Source: an optimization exercise on an open RTL-to-GDS flow (aim: a short achievable clock period and few clock cycles). Production flows keep margins and buffers that such runs may drop. The RTL was checked by simulation tests, not by an equivalence proof against the original design. No activity file was given, so power comes from the tool's default toggle rates.

<file path="design.v">
package corePkg;
	localparam logic [5:0] OP_ALU    = 6'b000001;  
	localparam logic [5:0] OP_ALUI   = 6'b000010;  
	localparam logic [5:0] OP_LOAD   = 6'b000011;
	localparam logic [5:0] OP_STORE  = 6'b100011;  
	localparam logic [5:0] OP_BRANCH = 6'b000100;  
	localparam logic [5:0] OP_JUMP   = 6'b000101;
	typedef struct packed {
		logic add;
		logic sub;
		logic sll;
		logic srl;
		logic sra;
		logic orr;
		logic xorr;
		logic andd;
		logic ge;
		logic lt;
		logic eq;
		logic ne;
	} aluSelT;
	typedef struct packed {
		logic valid;
		logic predTaken;  
		logic [16-1:0] altPc;  
		logic [8-1:0] bhtIdx;
		logic [32-1:0] rs1Hot;  
		logic [32-1:0] src2Hot;
		logic [5-1:0] rd;
		logic [5-1:0] rs1;
		logic [5-1:0] src2;  
		logic writesRd;  
		logic isAluI;
		logic isLoad;
		logic isStore;
		logic isBranch;
		logic useAdd;  
		logic useSub;
		logic useShift;
		logic useLogic;
		aluSelT sel;
		logic brNoop;  
		logic brSkip1;  
		logic [3:0] byteEn;
		logic [2:0] width;
		logic [32-1:0] imm;
		logic fwdA;
		logic fwdB;
		logic fwdS;
		logic bypA;
		logic bypB;
	} ifIdT;
	typedef struct packed {
		logic regWrite;  
		logic load;
		logic memValid;  
		logic store;
		logic branch;
		logic predTaken;
		logic brNoop;
		logic brSkip1;
		logic [16-1:0] altPc;
		logic [8-1:0] bhtIdx;
		logic [3:0] byteEn;
		logic [16-1:0] addr;  
		logic [5-1:0] rd;
		aluSelT sel;
		logic [2:0] width;
	} idExT;
	typedef struct packed {
		logic [32-1:0] addA;
		logic [32-1:0] addB;
		logic [32-1:0] subA;
		logic [32-1:0] subB;
		logic [32-1:0] shA;
		logic [4:0] shB;
		logic [32-1:0] logA;
		logic [32-1:0] logB;
		logic [32-1:0] stData;
	} operandsT;
endpackage
module ksAdder #(
	parameter int W = 32
) (
	input  logic [W-1:0] a,
	input  logic [W-1:0] b,
	input  logic cin,
	output logic [W-1:0] sum
);
	always_comb begin
		logic [W-1:0] g;
		logic [W-1:0] p;
		logic [W-1:0] gg;
		logic [W-1:0] pp;
		g = a & b;
		p = a ^ b;
		gg = g;
		pp = p;
		gg[0] = g[0] | (p[0] & cin);
		for (int d = 1; d < W; d = d * 2) begin
			for (int i = W - 1; i >= d; i--) begin
				gg[i] = gg[i] | (pp[i] & gg[i - d]);
				pp[i] = pp[i] & pp[i - d];
			end
		end
		sum = p ^ {gg[W-2:0], cin};
	end
endmodule
`timescale 1ns/1ps
module fetchStage (
	input  logic clk,
	input  logic reset,
	input  logic memStall,
	input  logic stall,  
	input  logic redirect,  
	input  logic [16-1:0] target,
	input  logic [32-1:0] imemData,
	input  logic exWrite,  
	input  logic [5-1:0] exRd,
	input  logic bhtWrite,  
	input  logic [8-1:0] bhtWIdx,
	input  logic bhtWTaken,
	output logic [16-1:0] imemAddr,
	output logic imemValid,
	output corePkg::ifIdT ifId
);
	logic [16-1:0] pc;
	logic [32-1:0] fetchWord;  
	logic [16-1:0] pcPlus4;
	logic [16-1:0] brTarget;
	logic [16-1:0] immPc;
	logic predTaken;
	logic [15:0][15:0] bhtValid;
	logic [15:0][15:0] bhtTaken;
	logic [15:0] rowHot;
	logic [15:0] colHot;
	logic [15:0] rowValid;
	logic [15:0] rowTaken;
	logic hitValid;
	logic hitTaken;
	logic lastTaken;
	logic predOk;  
	logic [5:0] opcode;
	logic [5-1:0] rdField;
	logic [5-1:0] rs1Field;
	logic [5-1:0] src2;
	logic [3:0] fn;
	logic isAlu, isAluI, isLoad, isStore, isBranch, isJump, usesAlu;
	corePkg::ifIdT dec;
	assign fetchWord = {imemData[7:0], imemData[15:8], imemData[23:16], imemData[31:24]};
	assign imemAddr = pc;
	assign opcode = fetchWord[31:26];
	assign rdField = fetchWord[25:21];
	assign rs1Field = fetchWord[20:16];
	assign fn = fetchWord[3:0];
	assign isAlu = opcode == corePkg::OP_ALU;
	assign isAluI = opcode == corePkg::OP_ALUI;
	assign isLoad = opcode == corePkg::OP_LOAD;
	assign isStore = opcode == corePkg::OP_STORE;
	assign isBranch = opcode == corePkg::OP_BRANCH;
	assign isJump = opcode == corePkg::OP_JUMP;
	assign usesAlu = isAlu || isAluI || isBranch;
	assign src2 = (isStore || isBranch) ? rdField : fetchWord[15:11];
	always_comb begin
		for (int r = 0; r < 16; r++) begin
			rowValid[r] = |(colHot & bhtValid[r]);
			rowTaken[r] = |(colHot & bhtTaken[r]);
		end
	end
	assign hitValid = |(rowHot & rowValid);
	assign hitTaken = |(rowHot & rowTaken);
	assign lastTaken = (predOk && hitValid) ? hitTaken : fetchWord[15];
	assign predTaken = isJump || (isBranch && lastTaken);
	assign immPc = {{(16-12){fetchWord[15]}}, fetchWord[15:4]};
	ksAdder #(.W(16)) u_pcPlus4 (.a(pc), .b(16'(4)), .cin(1'b0), .sum(pcPlus4));
	ksAdder #(.W(16)) u_brTarget (.a(pcPlus4), .b(immPc), .cin(1'b0), .sum(brTarget));
	always_comb begin
		dec = '0;
		dec.valid = 1'b1;
		dec.predTaken = predTaken;
		dec.altPc = predTaken ? pcPlus4 : brTarget;
		dec.bhtIdx = pc[9:2];
		for (int i = 0; i < 32; i++) begin
			dec.rs1Hot[i] = rs1Field == 5'(i);
			dec.src2Hot[i] = src2 == 5'(i);
		end
		dec.rd = rdField;
		dec.rs1 = rs1Field;
		dec.src2 = src2;
		dec.writesRd = (isAlu || isAluI || isLoad) && rdField != '0;
		dec.isAluI = isAluI;
		dec.isLoad = isLoad;
		dec.isStore = isStore;
		dec.isBranch = isBranch;
		if (usesAlu) begin
			case (fn)
				4'd1, 4'd6, 4'd8, 4'd9, 4'd13: dec.useSub = 1'b1;
				4'd2, 4'd3, 4'd4: dec.useShift = 1'b1;
				4'd5, 4'd7, 4'd15: dec.useLogic = 1'b1;
				default: dec.useAdd = 1'b1;
			endcase
			case (fn)
				4'd1: dec.sel.sub = 1'b1;
				4'd2: dec.sel.sll = 1'b1;
				4'd3: dec.sel.srl = 1'b1;
				4'd4: dec.sel.sra = 1'b1;
				4'd5: dec.sel.orr = 1'b1;
				4'd6: dec.sel.ge = 1'b1;
				4'd7: dec.sel.xorr = 1'b1;
				4'd8: dec.sel.lt = 1'b1;
				4'd9: dec.sel.eq = 1'b1;
				4'd13: dec.sel.ne = 1'b1;
				4'd15: dec.sel.andd = 1'b1;
				default: dec.sel.add = 1'b1;
			endcase
		end
		dec.brNoop = fetchWord[15:4] == 12'd0;
		dec.brSkip1 = fetchWord[15:4] == 12'd4;
		case (fetchWord[2:0])
			3'd1: dec.byteEn = 4'b0011;
			3'd2: dec.byteEn = 4'b0001;
			default: dec.byteEn = 4'b1111;
		endcase
		dec.width = fetchWord[2:0];
		dec.imm = {{(32-12){fetchWord[15]}}, fetchWord[15:4]};
		dec.fwdA = ifId.writesRd && ifId.rd == rs1Field;
		dec.fwdB = ifId.writesRd && ifId.rd == src2 && !isAluI;
		dec.fwdS = ifId.writesRd && ifId.rd == src2;
		dec.bypA = exWrite && exRd == rs1Field;
		dec.bypB = exWrite && exRd == src2;
	end
	always_ff @(posedge clk) begin
		if (reset) begin
			pc <= 16'(512);
			imemValid <= 1'b0;
			ifId.valid <= 1'b0;
			predOk <= 1'b1;
		end else begin
			imemValid <= 1'b1;
			if (!memStall) begin
				if (redirect) begin
					pc <= target;
					ifId.valid <= 1'b0;  
					predOk <= 1'b0;  
				end else if (!stall) begin
					pc <= predTaken ? brTarget : pcPlus4;
					ifId.valid <= 1'b1;
					predOk <= 1'b1;
				end
			end
		end
	end
	always_ff @(posedge clk) begin
		if (reset) begin
			rowHot <= 16'(1) << (512 / 64 % 16);
			colHot <= 16'(1) << (512 / 4 % 16);
		end else if (!memStall && !stall) begin
			rowHot <= predTaken ? 16'(1) << brTarget[9:6] : 16'(1) << pcPlus4[9:6];
			colHot <= predTaken ? 16'(1) << brTarget[5:2] : 16'(1) << pcPlus4[5:2];
		end
	end
	always_ff @(posedge clk) begin
		if (!memStall) begin
			if (!stall) begin
				ifId.predTaken <= dec.predTaken;
				ifId.altPc <= dec.altPc;
				ifId.bhtIdx <= dec.bhtIdx;
				ifId.rs1Hot <= dec.rs1Hot;
				ifId.src2Hot <= dec.src2Hot;
				ifId.rd <= dec.rd;
				ifId.rs1 <= dec.rs1;
				ifId.src2 <= dec.src2;
				ifId.writesRd <= dec.writesRd;
				ifId.isAluI <= dec.isAluI;
				ifId.isLoad <= dec.isLoad;
				ifId.isStore <= dec.isStore;
				ifId.isBranch <= dec.isBranch;
				ifId.useAdd <= dec.useAdd;
				ifId.useSub <= dec.useSub;
				ifId.useShift <= dec.useShift;
				ifId.useLogic <= dec.useLogic;
				ifId.sel <= dec.sel;
				ifId.brNoop <= dec.brNoop;
				ifId.brSkip1 <= dec.brSkip1;
				ifId.byteEn <= dec.byteEn;
				ifId.width <= dec.width;
				ifId.imm <= dec.imm;
				ifId.fwdA <= dec.fwdA;
				ifId.fwdB <= dec.fwdB;
				ifId.fwdS <= dec.fwdS;
				ifId.bypA <= dec.bypA;
				ifId.bypB <= dec.bypB;
			end else begin
				ifId.fwdA <= 1'b0;
				ifId.fwdB <= 1'b0;
				ifId.fwdS <= 1'b0;
				ifId.bypA <= exWrite && exRd == ifId.rs1;
				ifId.bypB <= exWrite && exRd == ifId.src2;
			end
		end
	end
	always_ff @(posedge clk) begin
		if (reset)
			bhtValid <= '0;
		else if (bhtWrite)
			bhtValid[bhtWIdx[7:4]][bhtWIdx[3:0]] <= 1'b1;
	end
	always_ff @(posedge clk) begin
		if (bhtWrite)
			bhtTaken[bhtWIdx[7:4]][bhtWIdx[3:0]] <= bhtWTaken;
	end
endmodule
`timescale 1ns/1ps
module decodeStage (
	input  logic clk,
	input  logic reset,
	input  logic memStall,
	input  logic kill,  
	input  corePkg::ifIdT ifId,
	input  logic exWrite,  
	input  logic [32-1:0] exResult,  
	input  logic wbEn,
	input  logic [5-1:0] wbRd,
	input  logic [32-1:0] wbData,
	output logic stall,  
	output corePkg::idExT idEx,
	output corePkg::operandsT ops
);
	logic [32-1:1][32-1:0] regFile;
	logic [32-1:0] rf1;
	logic [32-1:0] rf2;
	logic [32-1:0] rdata1;
	logic [32-1:0] rdata2;
	logic [32-1:0] valA;
	logic [32-1:0] valB;
	logic [32-1:0] valS;
	logic [16-1:0] addr;
	logic fwdA, fwdB, fwdS;
	logic live;
	assign stall = ifId.valid && (ifId.isLoad || ifId.isStore) && ifId.fwdA && exWrite;
	assign live = ifId.valid && !kill && !stall;
	always_comb begin
		rf1 = '0;
		rf2 = '0;
		for (int i = 1; i < 32; i++) begin
			rf1 = rf1 | ({32{ifId.rs1Hot[i]}} & regFile[i]);
			rf2 = rf2 | ({32{ifId.src2Hot[i]}} & regFile[i]);
		end
	end
	assign rdata1 = ifId.bypA ? wbData : rf1;
	assign rdata2 = ifId.bypB ? wbData : rf2;
	assign fwdA = ifId.fwdA && exWrite;
	assign fwdB = ifId.fwdB && exWrite;
	assign fwdS = ifId.fwdS && exWrite;
	assign valA = fwdA ? exResult : rdata1;
	assign valB = fwdB ? exResult : (ifId.isAluI ? ifId.imm : rdata2);
	assign valS = fwdS ? exResult : rdata2;
	ksAdder #(.W(16)) u_addr (.a(rdata1[16-1:0]), .b(ifId.imm[16-1:0]), .cin(1'b0), .sum(addr));
	always_ff @(posedge clk) begin
		for (int i = 1; i < 32; i++)
			if (wbEn && wbRd == 5'(i))
				regFile[i] <= wbData;
	end
	always_ff @(posedge clk) begin
		if (reset) begin
			idEx.regWrite <= 1'b0;
			idEx.load <= 1'b0;
			idEx.memValid <= 1'b0;
			idEx.store <= 1'b0;
			idEx.branch <= 1'b0;
		end else if (!memStall) begin
			idEx.regWrite <= live && ifId.writesRd;
			idEx.load <= live && ifId.isLoad;
			idEx.memValid <= live && (ifId.isLoad || ifId.isStore);
			idEx.store <= live && ifId.isStore;
			idEx.branch <= live && ifId.isBranch;
		end
	end
	always_ff @(posedge clk) begin
		if (!memStall) begin
			idEx.predTaken <= ifId.predTaken;
			idEx.brNoop <= ifId.brNoop;
			idEx.brSkip1 <= ifId.brSkip1;
			idEx.altPc <= ifId.altPc;
			idEx.bhtIdx <= ifId.bhtIdx;
			idEx.byteEn <= ifId.byteEn;
			idEx.addr <= addr;
			idEx.rd <= ifId.rd;
			idEx.width <= ifId.width;
			idEx.sel <= ifId.sel;
		end
	end
	always_ff @(posedge clk) begin
		if (!memStall && ifId.useAdd) begin
			ops.addA <= valA;
			ops.addB <= valB;
		end
		if (!memStall && ifId.useSub) begin
			ops.subA <= valA;
			ops.subB <= valB;
		end
		if (!memStall && ifId.useShift) begin
			ops.shA <= valA;
			ops.shB <= valB[4:0];
		end
		if (!memStall && ifId.useLogic) begin
			ops.logA <= valA;
			ops.logB <= valB;
		end
		if (!memStall && ifId.isStore)
			ops.stData <= valS;
	end
endmodule
`timescale 1ns/1ps
module executeStage (
	input  logic clk,
	input  logic reset,
	input  logic memStall,
	input  corePkg::idExT idEx,
	input  corePkg::operandsT ops,
	input  logic [32-1:0] loadData,  
	input  logic decodeSeq,  
	output logic [32-1:0] result,  
	output logic redirect,  
	output logic [16-1:0] target,
	output logic killDecode,  
	output logic wbEn,
	output logic [5-1:0] wbRd,
	output logic [32-1:0] wbData,
	output logic bhtWrite,  
	output logic [8-1:0] bhtWIdx,
	output logic bhtWTaken
);
	logic [32-1:0] diff;
	logic [32-1:0] sum;
	logic [32-1:0] shl;
	logic [32-1:0] shr;
	logic geq;
	logic equal;
	logic [32-1:0] aluResult;
	logic taken;
	ksAdder #(.W(32)) u_sum (.a(ops.addA), .b(ops.addB), .cin(1'b0), .sum(sum));
	ksAdder #(.W(32)) u_diff (.a(ops.subA), .b(~ops.subB), .cin(1'b1), .sum(diff));
	always_comb begin
		logic [32-1:0] gt;
		logic [32-1:0] eqb;
		gt = ops.subA & ~ops.subB;
		eqb = ~(ops.subA ^ ops.subB);
		for (int w = 1; w < 32; w = w * 2) begin
			for (int i = 0; i < 32; i = i + 2 * w) begin
				gt[i] = gt[i + w] | (eqb[i + w] & gt[i]);
				eqb[i] = eqb[i + w] & eqb[i];
			end
		end
		geq = gt[0] | eqb[0];
		equal = eqb[0];
	end
	assign shl = ops.shA << ops.shB;
	assign shr = idEx.sel.sra ? 32'($signed(ops.shA) >>> ops.shB) : ops.shA >> ops.shB;
	assign aluResult =
		({32{idEx.sel.add}} & sum) |
		({32{idEx.sel.sub}} & diff) |
		({32{idEx.sel.sll}} & shl) |
		({32{idEx.sel.srl || idEx.sel.sra}} & shr) |
		({32{idEx.sel.orr}} & (ops.logA | ops.logB)) |
		({32{idEx.sel.xorr}} & (ops.logA ^ ops.logB)) |
		({32{idEx.sel.andd}} & (ops.logA & ops.logB)) |
		32'((idEx.sel.ge && geq) || (idEx.sel.lt && !geq) ||
			(idEx.sel.eq && equal) || (idEx.sel.ne && !equal));
	assign result = idEx.load ? loadData : aluResult;
	assign taken = aluResult[0];
	always_comb begin
		redirect = 1'b0;
		killDecode = 1'b0;
		target = idEx.altPc;
		if (idEx.branch && taken != idEx.predTaken && !idEx.brNoop) begin
			killDecode = 1'b1;
			redirect = !(taken && idEx.brSkip1 && decodeSeq);
		end
	end
	always_ff @(posedge clk) begin
		if (reset) begin
			bhtWrite <= 1'b0;
		end else begin
			bhtWrite <= idEx.branch && !memStall;
		end
	end
	always_ff @(posedge clk) begin
		bhtWIdx <= idEx.bhtIdx;
		bhtWTaken <= taken;
	end
	always_ff @(posedge clk) begin
		if (reset) begin
			wbEn <= 1'b0;
		end else if (!memStall) begin
			wbEn <= idEx.regWrite;
		end
	end
	always_ff @(posedge clk) begin
		if (!memStall) begin
			wbRd <= idEx.rd;
		end
	end
	always_ff @(posedge clk) begin
		if (!memStall && idEx.regWrite)
			wbData <= result;
	end
endmodule
`timescale 1ns/1ps
module memoryStage (
	input  logic memValid,
	input  logic store,
	input  logic [3:0] byteEn,
	input  logic [2:0] width,
	input  logic [16-1:0] memAddr,
	input  logic [32-1:0] storeData,
	input  logic [32-1:0] dmemRdata,  
	output logic dmemValid,
	output logic dmemWrite,
	output logic [16-1:0] dmemAddr,
	output logic [32-1:0] dmemWdata,
	output logic [3:0] dmemByteEn,
	output logic [32-1:0] loadData
);
	assign dmemValid = memValid;
	assign dmemByteEn = byteEn;
	assign dmemWrite = store;
	assign dmemAddr = memAddr;
	assign dmemWdata = storeData;  
	always_comb begin
		case (width)
			3'd1: loadData = {{(32-16){1'b0}}, dmemRdata[15:0]};
			3'd2: loadData = {{(32-8){1'b0}}, dmemRdata[7:0]};
			default: loadData = dmemRdata;
		endcase
	end
endmodule
`timescale 1ns/1ps
module pipelineCore (
	input  logic clk,
	input  logic reset,
	input  logic memStall,  
	input  logic [32-1:0] imemData,
	input  logic [32-1:0] dmemRdata,
	output logic [16-1:0] imemAddr,
	output logic imemValid,
	output logic dmemValid,
	output logic dmemWrite,  
	output logic [16-1:0] dmemAddr,
	output logic [32-1:0] dmemWdata,
	output logic [3:0] dmemByteEn
);
	corePkg::ifIdT ifId;
	corePkg::idExT idEx;
	corePkg::operandsT ops;
	logic [32-1:0] exResult;
	logic redirect;
	logic killDecode;
	logic stall;
	logic bhtWrite;
	logic [8-1:0] bhtWIdx;
	logic bhtWTaken;
	logic [16-1:0] target;
	logic [32-1:0] loadData;
	logic wbEn;
	logic [5-1:0] wbRd;
	logic [32-1:0] wbData;
	fetchStage u_fetchStage (
		.clk(clk), .reset(reset), .memStall(memStall), .stall(stall),
		.redirect(redirect), .target(target), .imemData(imemData),
		.exWrite(idEx.regWrite), .exRd(idEx.rd),
		.bhtWrite(bhtWrite), .bhtWIdx(bhtWIdx), .bhtWTaken(bhtWTaken),
		.imemAddr(imemAddr), .imemValid(imemValid), .ifId(ifId)
	);
	decodeStage u_decodeStage (
		.clk(clk), .reset(reset), .memStall(memStall), .kill(killDecode),
		.ifId(ifId), .exWrite(idEx.regWrite), .exResult(exResult),
		.wbEn(wbEn), .wbRd(wbRd), .wbData(wbData), .stall(stall), .idEx(idEx), .ops(ops)
	);
	executeStage u_executeStage (
		.clk(clk), .reset(reset), .memStall(memStall), .idEx(idEx), .ops(ops),
		.loadData(loadData), .decodeSeq(ifId.valid && !ifId.predTaken && !stall),
		.result(exResult),
		.redirect(redirect), .target(target), .killDecode(killDecode),
		.wbEn(wbEn), .wbRd(wbRd), .wbData(wbData),
		.bhtWrite(bhtWrite), .bhtWIdx(bhtWIdx), .bhtWTaken(bhtWTaken)
	);
	memoryStage u_memoryStage (
		.memValid(idEx.memValid), .store(idEx.store), .byteEn(idEx.byteEn), .width(idEx.width),
		.memAddr(idEx.addr), .storeData(ops.stData), .dmemRdata(dmemRdata),
		.dmemValid(dmemValid), .dmemWrite(dmemWrite), .dmemAddr(dmemAddr),
		.dmemWdata(dmemWdata), .dmemByteEn(dmemByteEn), .loadData(loadData)
	);
endmodule
</file>
<file path="run.sh">
#!/bin/bash
# synth_recipe.tcl (not shown) runs the flow's synth.tcl, then flattens the netlist and writes it again
# the make line also repeats each setting of config.mk as NAME=value (left out here)
make -C /OpenROAD-flow-scripts/flow DESIGN_CONFIG=/design/flow/config.mk WORK_HOME=/design/flow/orfs CLKGATE_MAP_FILE= SYNTH_SCRIPT=/design/flow/synth_recipe.tcl finish
</file>
<file path="config.mk">
export PLATFORM = sky130hd
export DESIGN_NAME = pipelineCore
export DESIGN_NICKNAME = pipelineCore
export VERILOG_FILES = /design/flow/design.v
export SDC_FILE = /design/flow/constraint.sdc
export NUM_CORES = 4
export LEC_CHECK = 0
export ABC_CLOCK_PERIOD_IN_PS = 3000
export CAP_MARGIN = 20
export CORE_MARGIN = 2
export CORE_UTILIZATION = 40
export PLACE_DENSITY = 0.6
export SETUP_SLACK_MARGIN = 3.5
export SLEW_MARGIN = 20
</file>
<file path="constraint.sdc">
create_clock -name core_clock -period 7.0 [get_ports {clk}]
set_input_delay 1.4000 -clock core_clock [delete_from_list [all_inputs] [get_ports {clk}]]
set_output_delay 1.4000 -clock core_clock [all_outputs]
set_load 0.01 [all_outputs]
</file>
==> key figures <==
Power and ir drop
  – Logic pwr share: 0.055
  – Flop pwr share: 0.495
  – Leak: 39.7 nW
  – Clock power frac: 0.450
  – Peak VDD IR: 0.247 mV
  – Cell Pwr Density: 232 nW/um^2
  – Internal power: 20.8 mW
  – Net switching power: 6.39 mW
  – Sw Share: 0.235

Clock network
  – TritonCTS Sinks: 2080
  – CTS Buf Count: 222
  – Clk buf depth: 3
  – Root Driver: clkbuf_16
  – H-tree levels: 4
  – Worst-path clk slew: 0.06 ns
  – CTS tree: built
  – Worst-skew pair later-pin latency: 0.91 ns

Setup path
  – Crit path DAT: 4.55 ns
  – Largest fanout on the critical path: 6
  – Worst endpoint required time: 7.65 ns
  – Setup crit end kind: flop
  – Crit path cell chain: buf_4 -> buf_4 -> a221oi_2 -> nand4_1 -> nor3_2 -> a21oi_2 -> ha_1 -> a21o_1 -> a21oi_2 -> o21bai_2 -> a211oi_4 -> o31ai_4 -> o41ai_4 -> buf_4 -> o21bai_1 -> a21oi_2 -> xnor2_1
  – Delay of the slowest critical-path stage: 0.49 ns
  – FF-to-FF setup slack: 3.10 ns
  – CP max stage cell: edfxtp_1
  – WS Path Type: reg -> reg
  – Cell family with most CP delay: compound AO/OA/AOI/OAI gates
  – Worst setup SP type: flop
  – Buf/Inv on CP: 3

Logic synthesis
  – Fraction of synthesized area in multiplexers: 0.0571
  – Share of flip-flops with an asynchronous set or reset: 0
  – Synth top cells by count: 1757 x edfxtp_1, 611 x nand2_1, 568 x nor2_1
  – Most common cell in the netlist: edfxtp_1
  – Synth top area cells: edfxtp_1 54%, dfxtp_1 6.7%, a22oi_1 4.0%
  – Post-Syn Area: 97200 sq um
  – Mapped Cells: 7946
  – Ys Warns: 6
  – Synth Area in XOR/XNOR: 0.00847
  – Register area share after synthesis: 0.609
  – Combinational family with the most area after synthesis: compound AO/OA/AOI/OAI gates
  – Synth Area in Compound Gates: 0.176
  – Post-Synth Simple-Gate Area: 0.0918
  – Syn Area/Cell: 12.2 sq um
  – Synth area leader: edfxtp_1
  – Syn nets: 8178
  – Number of flops mapped to enable cells by yosys: 1757
  – Primary FF master, synth: edfxtp_1
  – Netlist cell types: 86
  – Area share of the largest cell type after synthesis: 0.543
  – Adder-cell area share of the yosys netlist: 0.0216
  – FF+latch count, synth: 2080

Timing
  – Setup WS post-layout: 3.10 ns
  – Fmax: 256 MHz
  – Slew Viols, Final: 0
  – RSZ-0062 raised after global routing: yes
  – Final Hold Fails: 0
  – Clk_skew: 0.0907 ns
  – Worst Tran Pin Value: 1.28 ns
  – Tcrit/Tclk final: 0.557
  – Slew margin rel.: 0.147
  – TNS Setup: 0 ns
  – Minimum clock period: 3.90 ns
  – Setup violators final: 0

Detailed routing
  – Antenna Violating Nets Remaining: 0
  – Avg WL per Cell: 37.4 um
  – Via count: 81.0k
  – WL final: 438000 um
  – DR vias/cell: 6.93
  – DR pass1 iterations: 10
  – DRC errors left: 0
  – Iteration-0 DRC Markers: 15.3k

Floorplanning
  – Die area: 247000 sq um
  – FP Rows: 180
  – Die width: 497 um
  – Die Y: 497 um
  – Initial Util: 0.403
  – Io pins: 138
  – CORE AREA: 241000 sq um

Place
  – Dpl hpwl: 258000 um
  – Number of buffers added on ports: 136
  – Dpl ws: 1.78 ns
  – RD Place Congestion: 0.989
  – Post-DP Area: 103000 sq um
  – Dpl cells: 10.9k

Layout
  – Design Area, Final: 117000 sq um
  – Layout area overhead: 20.9%
  – Share of cells above drive strength 1: 0.218
  – Finished Layout Cells: 11.7k
  – Number of nets in the layout: 8540
  – Layout Utilization: 0.488

Min path
  – Hold Crit Class: reg -> reg

Job
  – Max Cap Viol: 0

Global route
  – Grt ovf: 0
  – Global-route wire length before repair: 595000 um
  – Vias in the first global route: 76.2k
  – Initial antenna violation count: 17
  – Gr usage total: 0.338
  – Largest net degree at the start of global routing: 120

Run status
  – Status: complete, no violations
==> power by group through the flow <==
| stage | registers [mW] | logic, mW | clock network [mW] |
|---|---|---|---|
| floorplan | 13.7 | 0.660 | 0 |
| finish | 13.5 | 1.50 | 12.3 |
| global placement | 13.7 | 1.19 | 0 |
| CTS | 13.5 | 1.34 | 12.3 |
| global route | 13.5 | 1.52 | 12.8 |
| detailed placement | 13.7 | 1.19 | 0 |
==> layout make-up <==
cell class,instances,area [sq um]
antenna,12,30.0
clock buffer,286,5960
clock inverter,133,1570
fill,21000,124000
inverter,217,880
multi-input combinational,5023,38000
sequential,2080,59300
tap,3185,3990
timing repair buffer,758,7650
timing repair inverter,6,77.6
==> cells by family (layout without fill, tap and decap cells) <==
logic type,count (synthesis),count (layout)
flip-flops,2080,2080
multiplexers,452,452
AND/OR/NAND/NOR,1938,1942
XOR/XNOR,94,95
other,1,13
AO/OA/AOI/OAI,2368,2368
buffers and inverters,848,1400
adder cells (fa/ha/maj),165,165
==> layout by cell type (no fill, tap or decap), drive strengths merged, types with 21 or more instances in the layout <==
| cell type | n |
|---|---|
| clkinv | 89 |
| xor2 | 41 |
| nand2b | 50 |
| nor3 | 122 |
| nand2 | 611 |
| and2 | 31 |
| a31oi | 59 |
| and3 | 21 |
| nor4 | 23 |
| nand3 | 159 |
| a21o | 46 |
| mux2i | 91 |
| nand4 | 201 |
| o21a | 27 |
| a22o | 367 |
| o211ai | 34 |
| edfxtp | 1757 |
| ha | 161 |
| a221oi | 372 |
| dfxtp | 323 |
| mux4 | 50 |
| bufinv | 25 |
| o2111ai | 21 |
| or3 | 56 |
| inv | 223 |
| xnor2 | 54 |
| a22oi | 515 |
| clkbuf | 294 |
| o21ai | 168 |
| clkdlybuf4s50 | 122 |
| nor2 | 572 |
| o31ai | 36 |
| a211oi | 49 |
| a21oi | 529 |
| mux2 | 311 |
| buf | 610 |
| nor2b | 30 |
==> registers in the layout (all words and copies together), names as in the netlist, 5 cells and up <==
signal / flops
u_fetchStage.bhtTaken: 256
u_executeStage.bhtWIdx: 8
u_decodeStage.ops: 261
u_executeStage.wbData: 32
u_decodeStage.idEx: 70
u_fetchStage.bhtValid: 256
u_fetchStage.ifId: 147
u_fetchStage.pc: 16
u_fetchStage.colHot: 16
u_decodeStage.regFile: 992
u_executeStage.wbRd: 5
u_fetchStage.rowHot: 16
==> metrics by stage <==
step	hold WS, ns	total power [mW]
5_1_grt	0.339	27.8
3_3_place_gp	0.329	14.9
3_5_place_dp	0.330	14.9
4_1_cts	0.339	27.1
6_report	0.336	27.2
2_1_floorplan	0.323	14.3
==> final timing paths <==
check                         startpoint                         to  cells after the start
setup / recovery  u_fetchStage.ifId[117]     u_decodeStage.idEx[33]                     17
hold / removal    u_decodeStage.idEx[44]  u_executeStage.bhtWIdx[4]                      0
setup reg to reg  u_fetchStage.ifId[117]     u_decodeStage.idEx[33]                     17
hold reg to reg   u_decodeStage.idEx[44]  u_executeStage.bhtWIdx[4]                      0
==> routing by layer <==
layer | share of wire | vias up | track usage
met4 | 0.085 | 18 | 0.218
met1 | 0.35 | 39900 | 0.420
met3 | 0.14 | 1904 | 0.118
li1 | - | 31900 | -
met2 | 0.42 | 7284 | 0.498
met5 | 0.00039 | - | 0.00212
==> what timing repair did <==
item,in CTS,in global routing
setup buffers,196,104
cloned,17,12
gates resized for setup,534,342
hold buffers,0,0
pin swaps,176,199
endpoints found under the setup margin,607,438
Testbench counts, summed over its fixed seeds: cycles 81,944.

-- port drivers added, routing unchanged --
In the flow no input, the clock included, has a driving cell. The finished layout below was timed again as built, in two steps.
Step 1 sets driving cells, clkbuf_16 on the clock port and buf_2 on the other inputs (assumed; they add their load-dependent delay and slew).
Step 2, shift: input delay + t, output delay - t, t = (earliest + latest rising clock arrival at the registers) / 2. This alone moves slack from input paths to output paths.
Three values: ideal, step 1, step 2; two values: the first two.
t (ns): 0.962
slack for setup (ns): 3.099 / 3.099 / 2.557
cell pins on the clock port's net: 1
After both steps this run still meets setup and hold. For this run, drivers alone change the setup slack by 0.000 ns; drivers and shift together by -0.542 ns.
